This design comes from an exercise in tuning for small area, a short achievable clock period and few clock cycles per item on the open sky130 flow, not from production work.
RTL that was checked went through simulation tests only; none was proved equivalent to the original.

indigo:
==> module ece571f23_g5_aes_gf_inv, before the edit <==
module ece571f23_g5_aes_gf_inv (
  input  logic [7:0] x,
  output logic [7:0] y
);
  function automatic logic [1:0] m4(input logic [1:0] a, input logic [1:0] b);
    logic e;
    e  = (a[1] ^ a[0]) & (b[1] ^ b[0]);
    m4 = {(a[1] & b[1]) ^ e, (a[0] & b[0]) ^ e};
  endfunction
  function automatic logic [1:0] k4(input logic [1:0] a);
    k4 = {a[1] ^ a[0], a[1]};
  endfunction
  function automatic logic [3:0] m16(input logic [3:0] a, input logic [3:0] b);
    logic [1:0] e;
    e   = k4(m4(a[3:2] ^ a[1:0], b[3:2] ^ b[1:0]));
    m16 = {m4(a[3:2], b[3:2]) ^ e, m4(a[1:0], b[1:0]) ^ e};
  endfunction
  function automatic logic [3:0] sqnu(input logic [3:0] v);
    sqnu = {v[0] ^ v[2], v[1] ^ v[3], v[1], v[0] ^ v[1]};
  endfunction
  function automatic logic [3:0] inv16(input logic [3:0] a);
    logic [1:0] s, d, di;
    s     = a[3:2] ^ a[1:0];
    d     = m4(a[3:2], a[1:0]) ^ k4({s[0], s[1]});
    di    = {d[0], d[1]};
    inv16 = {m4(a[1:0], di), m4(a[3:2], di)};
  endfunction
  logic [3:0] d, di;
  assign d  = m16(x[7:4], x[3:0]) ^ sqnu(x[7:4] ^ x[3:0]);
  assign di = inv16(d);
  assign y  = {m16(x[3:0], di), m16(x[7:4], di)};
endmodule
==> module ece571f23_g5_aes_subbytes_seq, before the edit <==
module ece571f23_g5_aes_subbytes_seq (
  input  logic         clk,
  input  logic         rst,
  input  logic         in_valid,
  output logic         in_ready,
  input  logic         in_inverse,
  input  logic [127:0] datain,
  output logic         out_valid,
  input  logic         out_ready,
  output logic [127:0] dataout,
  output logic         busy
);
  logic         valid_q;
  logic         inv_q;
  logic [127:0] x_d, x_q, y;
  logic         adv;
  for (genvar k = 0; k < 16; k++) begin : g_lane
    ece571f23_g5_aes_sbox_in u_in (
      .a   (datain[8*k +: 8]),
      .inv (in_inverse),
      .x   (x_d[8*k +: 8])
    );
    ece571f23_g5_aes_gf_inv u_inv (
      .x (x_q[8*k +: 8]),
      .y (y[8*k +: 8])
    );
    ece571f23_g5_aes_sbox_out u_out (
      .y   (y[8*k +: 8]),
      .inv (inv_q),
      .s   (dataout[8*k +: 8])
    );
  end
  assign adv = !valid_q || out_ready;
  always_ff @(posedge clk) begin
    if (rst) valid_q <= 1'b0;
    else if (adv) valid_q <= in_valid;
  end
  always_ff @(posedge clk) begin
    if (adv && in_valid) begin
      x_q   <= x_d;
      inv_q <= in_inverse;
    end
  end
  assign in_ready  = adv;
  assign out_valid = valid_q;
  assign busy      = valid_q;
endmodule
==> flow/config.mk <==
export PLATFORM = sky130hd
export DESIGN_NAME = ece571f23_g5_aes_subbytes_seq
export DESIGN_NICKNAME = ece571f23_g5_aes_subbytes_seq
export VERILOG_FILES = /design/flow/design.v
export SDC_FILE = /design/flow/constraint.sdc
export NUM_CORES = 4
export LEC_CHECK = 0
export CAP_MARGIN = 20
export CORE_MARGIN = 2
export CORE_UTILIZATION = 40
export SETUP_SLACK_MARGIN = 1.0
export SLEW_MARGIN = 20
==> flow/constraint.sdc <==
create_clock -name core_clock -period 17.5 [get_ports {clk}]
set_input_delay 3.5000 -clock core_clock [delete_from_list [all_inputs] [get_ports {clk}]]
set_output_delay 3.5000 -clock core_clock [all_outputs]
set_load 0.01 [all_outputs]
standard.sh (not shown) runs the stock make flow with config.mk's settings and CLKGATE_MAP_FILE= SYNTH_SCRIPT=/design/flow/synth_recipe.tcl, a recipe that flattens the netlist after the stock synthesis.
==> flow/flow/run.sh <==
#!/bin/bash
# Layout flow: the standard flow (standard.sh), with one change to synthesis:
# ABC maps the logic with an area-recovering script (flow/abc_area.script)
# instead of ORFS's delay script. Registers are mapped before ABC, so they are
# the standard synthesis's registers, with the same names and cells.
set -euo pipefail
W=$(pwd)
cat > "$W/area_synth.tcl" <<TCL
proc abc {args} {
  set i [lsearch -exact \$args -script]
  if {\$i >= 0} {
    set args [lreplace \$args \$i [expr {\$i + 1}] -script $W/flow/abc_area.script]
  }
  yosys abc {*}\$args
}
source $W/synth_recipe.tcl
TCL
bash "$W/standard.sh" SYNTH_SCRIPT="$W/area_synth.tcl" finish > "$W/standard_flow.log" 2>&1
==> flow/flow/abc_area.script <==
strash
&get -n
&dch -f
&nf -R 1000
&put
topo
stime -c
#### Input delta (pepper over indigo)
diff --git a/flow/design.v b/flow/design.v
--- a/flow/design.v
+++ b/flow/design.v
@@ -22,9 +22,9 @@
   assign x[6] = inv ? (a[6] ^ t2 ^ 1'b1) : (a[1] ^ t2 ^ t4);
   assign x[7] = inv ? (a[2] ^ t3 ^ 1'b1) : (a[0]);
 endmodule
-module ece571f23_g5_aes_gf_inv (
-  input  logic [7:0] x,
-  output logic [7:0] y
+module ece571f23_g5_aes_gf_inv_pre (
+  input  logic [7:0]  x,
+  output logic [11:0] p
 );
   function automatic logic [1:0] m4(input logic [1:0] a, input logic [1:0] b);
     logic e;
@@ -42,6 +42,25 @@
   function automatic logic [3:0] sqnu(input logic [3:0] v);
     sqnu = {v[0] ^ v[2], v[1] ^ v[3], v[1], v[0] ^ v[1]};
   endfunction
+  assign p = {x, m16(x[7:4], x[3:0]) ^ sqnu(x[7:4] ^ x[3:0])};
+endmodule
+module ece571f23_g5_aes_gf_inv_post (
+  input  logic [11:0] p,
+  output logic [7:0]  y
+);
+  function automatic logic [1:0] m4(input logic [1:0] a, input logic [1:0] b);
+    logic e;
+    e  = (a[1] ^ a[0]) & (b[1] ^ b[0]);
+    m4 = {(a[1] & b[1]) ^ e, (a[0] & b[0]) ^ e};
+  endfunction
+  function automatic logic [1:0] k4(input logic [1:0] a);
+    k4 = {a[1] ^ a[0], a[1]};
+  endfunction
+  function automatic logic [3:0] m16(input logic [3:0] a, input logic [3:0] b);
+    logic [1:0] e;
+    e   = k4(m4(a[3:2] ^ a[1:0], b[3:2] ^ b[1:0]));
+    m16 = {m4(a[3:2], b[3:2]) ^ e, m4(a[1:0], b[1:0]) ^ e};
+  endfunction
   function automatic logic [3:0] inv16(input logic [3:0] a);
     logic [1:0] s, d, di;
     s     = a[3:2] ^ a[1:0];
@@ -49,10 +68,17 @@
     di    = {d[0], d[1]};
     inv16 = {m4(a[1:0], di), m4(a[3:2], di)};
   endfunction
-  logic [3:0] d, di;
-  assign d  = m16(x[7:4], x[3:0]) ^ sqnu(x[7:4] ^ x[3:0]);
-  assign di = inv16(d);
-  assign y  = {m16(x[3:0], di), m16(x[7:4], di)};
+  logic [3:0] di;
+  assign di = inv16(p[3:0]);
+  assign y  = {m16(p[7:4], di), m16(p[11:8], di)};
+endmodule
+module ece571f23_g5_aes_gf_inv (
+  input  logic [7:0] x,
+  output logic [7:0] y
+);
+  logic [11:0] p;
+  ece571f23_g5_aes_gf_inv_pre  u_pre  (.x(x), .p(p));
+  ece571f23_g5_aes_gf_inv_post u_post (.p(p), .y(y));
 endmodule
 module ece571f23_g5_aes_sbox_out (
   input  logic [7:0] y,
@@ -98,16 +124,21 @@
 );
   logic         valid_q;
   logic         inv_q;
-  logic [127:0] x_d, x_q, y;
+  logic [127:0] x, y;
+  logic [191:0] p_d, p_q;
   logic         adv;
   for (genvar k = 0; k < 16; k++) begin : g_lane
     ece571f23_g5_aes_sbox_in u_in (
       .a   (datain[8*k +: 8]),
       .inv (in_inverse),
-      .x   (x_d[8*k +: 8])
+      .x   (x[8*k +: 8])
     );
-    ece571f23_g5_aes_gf_inv u_inv (
-      .x (x_q[8*k +: 8]),
+    ece571f23_g5_aes_gf_inv_pre u_pre (
+      .x (x[8*k +: 8]),
+      .p (p_d[12*k +: 12])
+    );
+    ece571f23_g5_aes_gf_inv_post u_post (
+      .p (p_q[12*k +: 12]),
       .y (y[8*k +: 8])
     );
     ece571f23_g5_aes_sbox_out u_out (
@@ -123,7 +154,7 @@
   end
   always_ff @(posedge clk) begin
     if (adv && in_valid) begin
-      x_q   <= x_d;
+      p_q   <= p_d;
       inv_q <= in_inverse;
     end
   end
--- outcome ---
- In the tables for indigo and pepper, maximum operating frequency reads lower with indigo.
- Re wire length on met2: indigo and pepper aren't equal, and the lower value belongs to indigo.
- pepper vs. indigo: endpoint arrival time on the critical path saw a decrease; count of TritonRoute iterations in the first routing pass stayed essentially flat.
No run of this note included a check of the RTL's function; only the layout flow was run.


Setup of job 1076:
The RTL this note starts from:
==> flow/design.v <==
package ece571f23_g5_aes_pkg;
  localparam int AES_STATE_BYTES = 16;
endpackage
module ece571f23_g5_aes_sbox_in (
  input  logic [7:0] a,
  input  logic       inv,
  output logic [7:0] x
);
  wire t0 = a[0] ^ a[6];
  wire t1 = a[1] ^ t0;
  wire t2 = a[4] ^ a[7];
  wire t3 = a[5] ^ a[7];
  wire t4 = a[0] ^ a[3];
  wire t5 = a[2] ^ t1;
  wire t6 = a[4] ^ a[5];
  assign x[0] = inv ? (a[4] ^ a[6] ^ 1'b1) : (a[5] ^ t1);
  assign x[1] = inv ? (a[3] ^ t1 ^ 1'b1) : (t0 ^ t3);
  assign x[2] = inv ? (t2) : (t3 ^ t5);
  assign x[3] = inv ? (a[4] ^ t1 ^ 1'b1) : (t0 ^ t6);
  assign x[4] = inv ? (a[4] ^ t4 ^ 1'b1) : (a[5] ^ t0);
  assign x[5] = inv ? (t1 ^ t6) : (a[3] ^ t5);
  assign x[6] = inv ? (a[6] ^ t2 ^ 1'b1) : (a[1] ^ t2 ^ t4);
  assign x[7] = inv ? (a[2] ^ t3 ^ 1'b1) : (a[0]);
endmodule
module ece571f23_g5_aes_gf_inv_pre (
  input  logic [7:0]  x,
  output logic [11:0] p
);
  function automatic logic [1:0] m4(input logic [1:0] a, input logic [1:0] b);
    logic e;
    e  = (a[1] ^ a[0]) & (b[1] ^ b[0]);
    m4 = {(a[1] & b[1]) ^ e, (a[0] & b[0]) ^ e};
  endfunction
  function automatic logic [1:0] k4(input logic [1:0] a);
    k4 = {a[1] ^ a[0], a[1]};
  endfunction
  function automatic logic [3:0] m16(input logic [3:0] a, input logic [3:0] b);
    logic [1:0] e;
    e   = k4(m4(a[3:2] ^ a[1:0], b[3:2] ^ b[1:0]));
    m16 = {m4(a[3:2], b[3:2]) ^ e, m4(a[1:0], b[1:0]) ^ e};
  endfunction
  function automatic logic [3:0] sqnu(input logic [3:0] v);
    sqnu = {v[0] ^ v[2], v[1] ^ v[3], v[1], v[0] ^ v[1]};
  endfunction
  assign p = {x, m16(x[7:4], x[3:0]) ^ sqnu(x[7:4] ^ x[3:0])};
endmodule
module ece571f23_g5_aes_gf_inv_post (
  input  logic [11:0] p,
  output logic [7:0]  y
);
  function automatic logic [1:0] m4(input logic [1:0] a, input logic [1:0] b);
    logic e;
    e  = (a[1] ^ a[0]) & (b[1] ^ b[0]);
    m4 = {(a[1] & b[1]) ^ e, (a[0] & b[0]) ^ e};
  endfunction
  function automatic logic [1:0] k4(input logic [1:0] a);
    k4 = {a[1] ^ a[0], a[1]};
  endfunction
  function automatic logic [3:0] m16(input logic [3:0] a, input logic [3:0] b);
    logic [1:0] e;
    e   = k4(m4(a[3:2] ^ a[1:0], b[3:2] ^ b[1:0]));
    m16 = {m4(a[3:2], b[3:2]) ^ e, m4(a[1:0], b[1:0]) ^ e};
  endfunction
  function automatic logic [3:0] inv16(input logic [3:0] a);
    logic [1:0] s, d, di;
    s     = a[3:2] ^ a[1:0];
    d     = m4(a[3:2], a[1:0]) ^ k4({s[0], s[1]});
    di    = {d[0], d[1]};
    inv16 = {m4(a[1:0], di), m4(a[3:2], di)};
  endfunction
  logic [3:0] di;
  assign di = inv16(p[3:0]);
  assign y  = {m16(p[7:4], di), m16(p[11:8], di)};
endmodule
module ece571f23_g5_aes_gf_inv (
  input  logic [7:0] x,
  output logic [7:0] y
);
  logic [11:0] p;
  ece571f23_g5_aes_gf_inv_pre  u_pre  (.x(x), .p(p));
  ece571f23_g5_aes_gf_inv_post u_post (.p(p), .y(y));
endmodule
module ece571f23_g5_aes_sbox_out (
  input  logic [7:0] y,
  input  logic       inv,
  output logic [7:0] s
);
  wire t0 = y[0] ^ y[6];
  wire t1 = y[1] ^ y[4];
  wire t2 = y[3] ^ t0;
  wire t3 = y[2] ^ t2;
  wire t4 = y[0] ^ t1;
  wire t5 = y[5] ^ y[7];
  assign s[0] = inv ? (y[7]) : (y[3] ^ t1 ^ 1'b1);
  assign s[1] = inv ? (y[0] ^ y[4]) : (t4 ^ 1'b1);
  assign s[2] = inv ? (y[2] ^ t4) : (t2 ^ t5);
  assign s[3] = inv ? (y[7] ^ t1 ^ t2) : (y[1] ^ t3);
  assign s[4] = inv ? (y[3] ^ y[4]) : (y[2] ^ t0);
  assign s[5] = inv ? (t3 ^ t5) : (y[3] ^ y[5] ^ 1'b1);
  assign s[6] = inv ? (y[4] ^ y[5] ^ t3) : (y[2] ^ y[6] ^ 1'b1);
  assign s[7] = inv ? (t1) : (t0);
endmodule
module ece571f23_g5_aes_sbox (
  output logic [7:0] out,
  input  logic [7:0] in,
  input  logic       inv
);
  logic [7:0] x, y;
  ece571f23_g5_aes_sbox_in  u_in  (.a(in), .inv(inv), .x(x));
  ece571f23_g5_aes_gf_inv   u_inv (.x(x), .y(y));
  ece571f23_g5_aes_sbox_out u_out (.y(y), .inv(inv), .s(out));
endmodule
module ece571f23_g5_aes_subbytes_seq (
  input  logic         clk,
  input  logic         rst,
  input  logic         in_valid,
  output logic         in_ready,
  input  logic         in_inverse,
  input  logic [127:0] datain,
  output logic         out_valid,
  input  logic         out_ready,
  output logic [127:0] dataout,
  output logic         busy
);
  logic         sk_v_q, v1_q, v2_q;
  logic         sk_inv_q, inv1_q;
  logic [127:0] x_d, sk_x_q, x_q, y, res_d, res_q;
  logic         acc, ld2, ld1, src_v, src_inv;
  logic [127:0] src_x;
  for (genvar k = 0; k < 16; k++) begin : g_lane
    ece571f23_g5_aes_sbox_in u_in (
      .a   (datain[8*k +: 8]),
      .inv (in_inverse),
      .x   (x_d[8*k +: 8])
    );
    ece571f23_g5_aes_gf_inv u_inv (
      .x (x_q[8*k +: 8]),
      .y (y[8*k +: 8])
    );
    ece571f23_g5_aes_sbox_out u_out (
      .y   (y[8*k +: 8]),
      .inv (inv1_q),
      .s   (res_d[8*k +: 8])
    );
  end
  assign acc = in_valid && !sk_v_q;    
  assign ld2 = !v2_q || out_ready;     
  assign ld1 = !v1_q || ld2;           
  assign src_v   = sk_v_q || acc;
  assign src_x   = sk_v_q ? sk_x_q   : x_d;
  assign src_inv = sk_v_q ? sk_inv_q : in_inverse;
  always_ff @(posedge clk) begin
    if (rst) begin
      sk_v_q <= 1'b0;
      v1_q   <= 1'b0;
      v2_q   <= 1'b0;
    end else begin
      if (ld2) v2_q <= v1_q;
      if (ld1) v1_q <= src_v;
      if (sk_v_q) begin
        if (ld1) sk_v_q <= 1'b0;
      end else if (acc && !ld1) begin
        sk_v_q <= 1'b1;
      end
    end
  end
  always_ff @(posedge clk) begin
    if (!sk_v_q) begin
      sk_x_q   <= x_d;
      sk_inv_q <= in_inverse;
    end
  end
  always_ff @(posedge clk) begin
    if (ld1 && src_v) begin
      x_q    <= src_x;
      inv1_q <= src_inv;
    end
  end
  always_ff @(posedge clk) begin
    if (ld2 && v1_q) begin
      res_q <= res_d;
    end
  end
  assign in_ready  = !sk_v_q;
  assign out_valid = v2_q;
  assign dataout   = res_q;
  assign busy      = sk_v_q || v1_q || v2_q;
endmodule
export LEC_CHECK = 0
export CAP_MARGIN = 20
export CORE_MARGIN = 2
export CORE_UTILIZATION = 40
export SETUP_SLACK_MARGIN = 1.0
export SLEW_MARGIN = 20
create_clock -name core_clock -period 17.5 [get_ports {clk}]
==> flow/flow/run.sh <==
#!/bin/bash
# Layout flow: the standard flow (standard.sh), with one change to synthesis:
# ABC maps the logic with an area-recovering script (flow/abc_area.script)
# instead of ORFS's delay script. Registers are mapped before ABC, so they are
# the standard synthesis's registers, with the same names and cells.
set -euo pipefail
W=$(pwd)
cat > "$W/area_synth.tcl" <<TCL
proc abc {args} {
  set i [lsearch -exact \$args -script]
  if {\$i >= 0} {
    set args [lreplace \$args \$i [expr {\$i + 1}] -script $W/flow/abc_area.script]
  }
  yosys abc {*}\$args
}
source $W/synth_recipe.tcl
TCL
bash "$W/standard.sh" SYNTH_SCRIPT="$W/area_synth.tcl" BUFFER_PORTS_ARGS="-buffer_cell sky130_fd_sc_hd__buf_1" finish > "$W/standard_flow.log" 2>&1
Scripts as last shown in full above: flow/flow/abc_area.script
Job 1076 | status: complete | timing, DRC, antenna: pass
Testbench counts of job 1076, summed over its fixed seeds: cycles 1,040, items 1,024.
What job 7343 does differently from job 1076 at the input level:
==> flow/design.v, changed modules only <==
module ece571f23_g5_aes_subbytes_seq (
  input  logic         clk,
  input  logic         rst,
  input  logic         in_valid,
  output logic         in_ready,
  input  logic         in_inverse,
  input  logic [127:0] datain,
  output logic         out_valid,
  input  logic         out_ready,
  output logic [127:0] dataout,
  output logic         busy
);
  logic         sk_v_q, sk_v_d, rdy_q, v1_q, v2_q;
  logic         sk_inv_q, inv1_q;
  logic [127:0] x_d, sk_x_q, x_q, y, res_d, res_q;
  logic         acc, ld2, ld1, src_v, src_inv;
  logic [127:0] src_x;
  for (genvar k = 0; k < 16; k++) begin : g_lane
    ece571f23_g5_aes_sbox_in u_in (
      .a   (datain[8*k +: 8]),
      .inv (in_inverse),
      .x   (x_d[8*k +: 8])
    );
    ece571f23_g5_aes_gf_inv u_inv (
      .x (x_q[8*k +: 8]),
      .y (y[8*k +: 8])
    );
    ece571f23_g5_aes_sbox_out u_out (
      .y   (y[8*k +: 8]),
      .inv (inv1_q),
      .s   (res_d[8*k +: 8])
    );
  end
  assign acc = in_valid && !sk_v_q;    
  assign ld2 = !v2_q || out_ready;     
  assign ld1 = !v1_q || ld2;           
  assign src_v   = sk_v_q || acc;
  assign src_x   = sk_v_q ? sk_x_q   : x_d;
  assign src_inv = sk_v_q ? sk_inv_q : in_inverse;
  always_comb begin
    if (sk_v_q) sk_v_d = !ld1;
    else        sk_v_d = acc && !ld1;
  end
  always_ff @(posedge clk) begin
    if (rst) begin
      sk_v_q <= 1'b0;
      rdy_q  <= 1'b1;
      v1_q   <= 1'b0;
      v2_q   <= 1'b0;
    end else begin
      sk_v_q <= sk_v_d;
      rdy_q  <= !sk_v_d;
      if (ld2) v2_q <= v1_q;
      if (ld1) v1_q <= src_v;
    end
  end
  always_ff @(posedge clk) begin
    if (!sk_v_q) begin
      sk_x_q   <= x_d;
      sk_inv_q <= in_inverse;
    end
  end
  always_ff @(posedge clk) begin
    if (ld1 && src_v) begin
      x_q    <= src_x;
      inv1_q <= src_inv;
    end
  end
  always_ff @(posedge clk) begin
    if (ld2 && v1_q) begin
      res_q <= res_d;
    end
  end
  assign in_ready  = rdy_q;
  assign out_valid = v2_q;
  assign dataout   = res_q;
  assign busy      = sk_v_q || v1_q || v2_q;
endmodule
Results
- Job 7343 gives more first-iteration DRC count than job 1076 did.
- Per the comparison of job 7343 with job 1076, design area level, final critical-path share of the clock period comparable.
- Looking at job 7343 and job 1076, the synthesized cell count is a wash.
The RTL of job 7343 was laid out without a check of its function.

-- static timing again, ports no longer ideal --
No port has a modelled driver above. Below, the same layouts with a new extraction and two added sets of constraints. Step 1 assumes that a clkbuf_16 drives the clock port and a buf_2 every other input. Step 2 also shifts input and output timing later by t, the mid clock arrival at the registers, as if the neighbouring blocks saw the same clock. a / b / c = no drivers / after step 1 / after step 2; a / b = the first two.
| run | t (ns) | setup slack, ns | worst setup path after step 2 | worst register clock-pin slew, ns | worst slew at a driven data input, ns |
|---|---|---|---|---|---|
| indigo | 0.530 | 7.191 / 7.135 / 7.664 | register to output | 0.07 / 0.07 | 0.14 |
| pepper | 0.537 | 8.699 / 8.639 / 9.176 | register to output | 0.08 / 0.08 | 0.11 |
| job 1076 | 0.649 | 11.775 / 11.711 / 11.594 | input to register | 0.06 / 0.06 | 0.14 |
| job 7343 | 0.635 | 11.780 / 11.780 / 11.595 | input to register | 0.07 / 0.07 | 0.16 |
After both steps every run listed still meets setup and hold. For job 7343, which loses most, drivers alone change the setup slack by 0.000 ns; drivers and shift together by -0.185 ns.
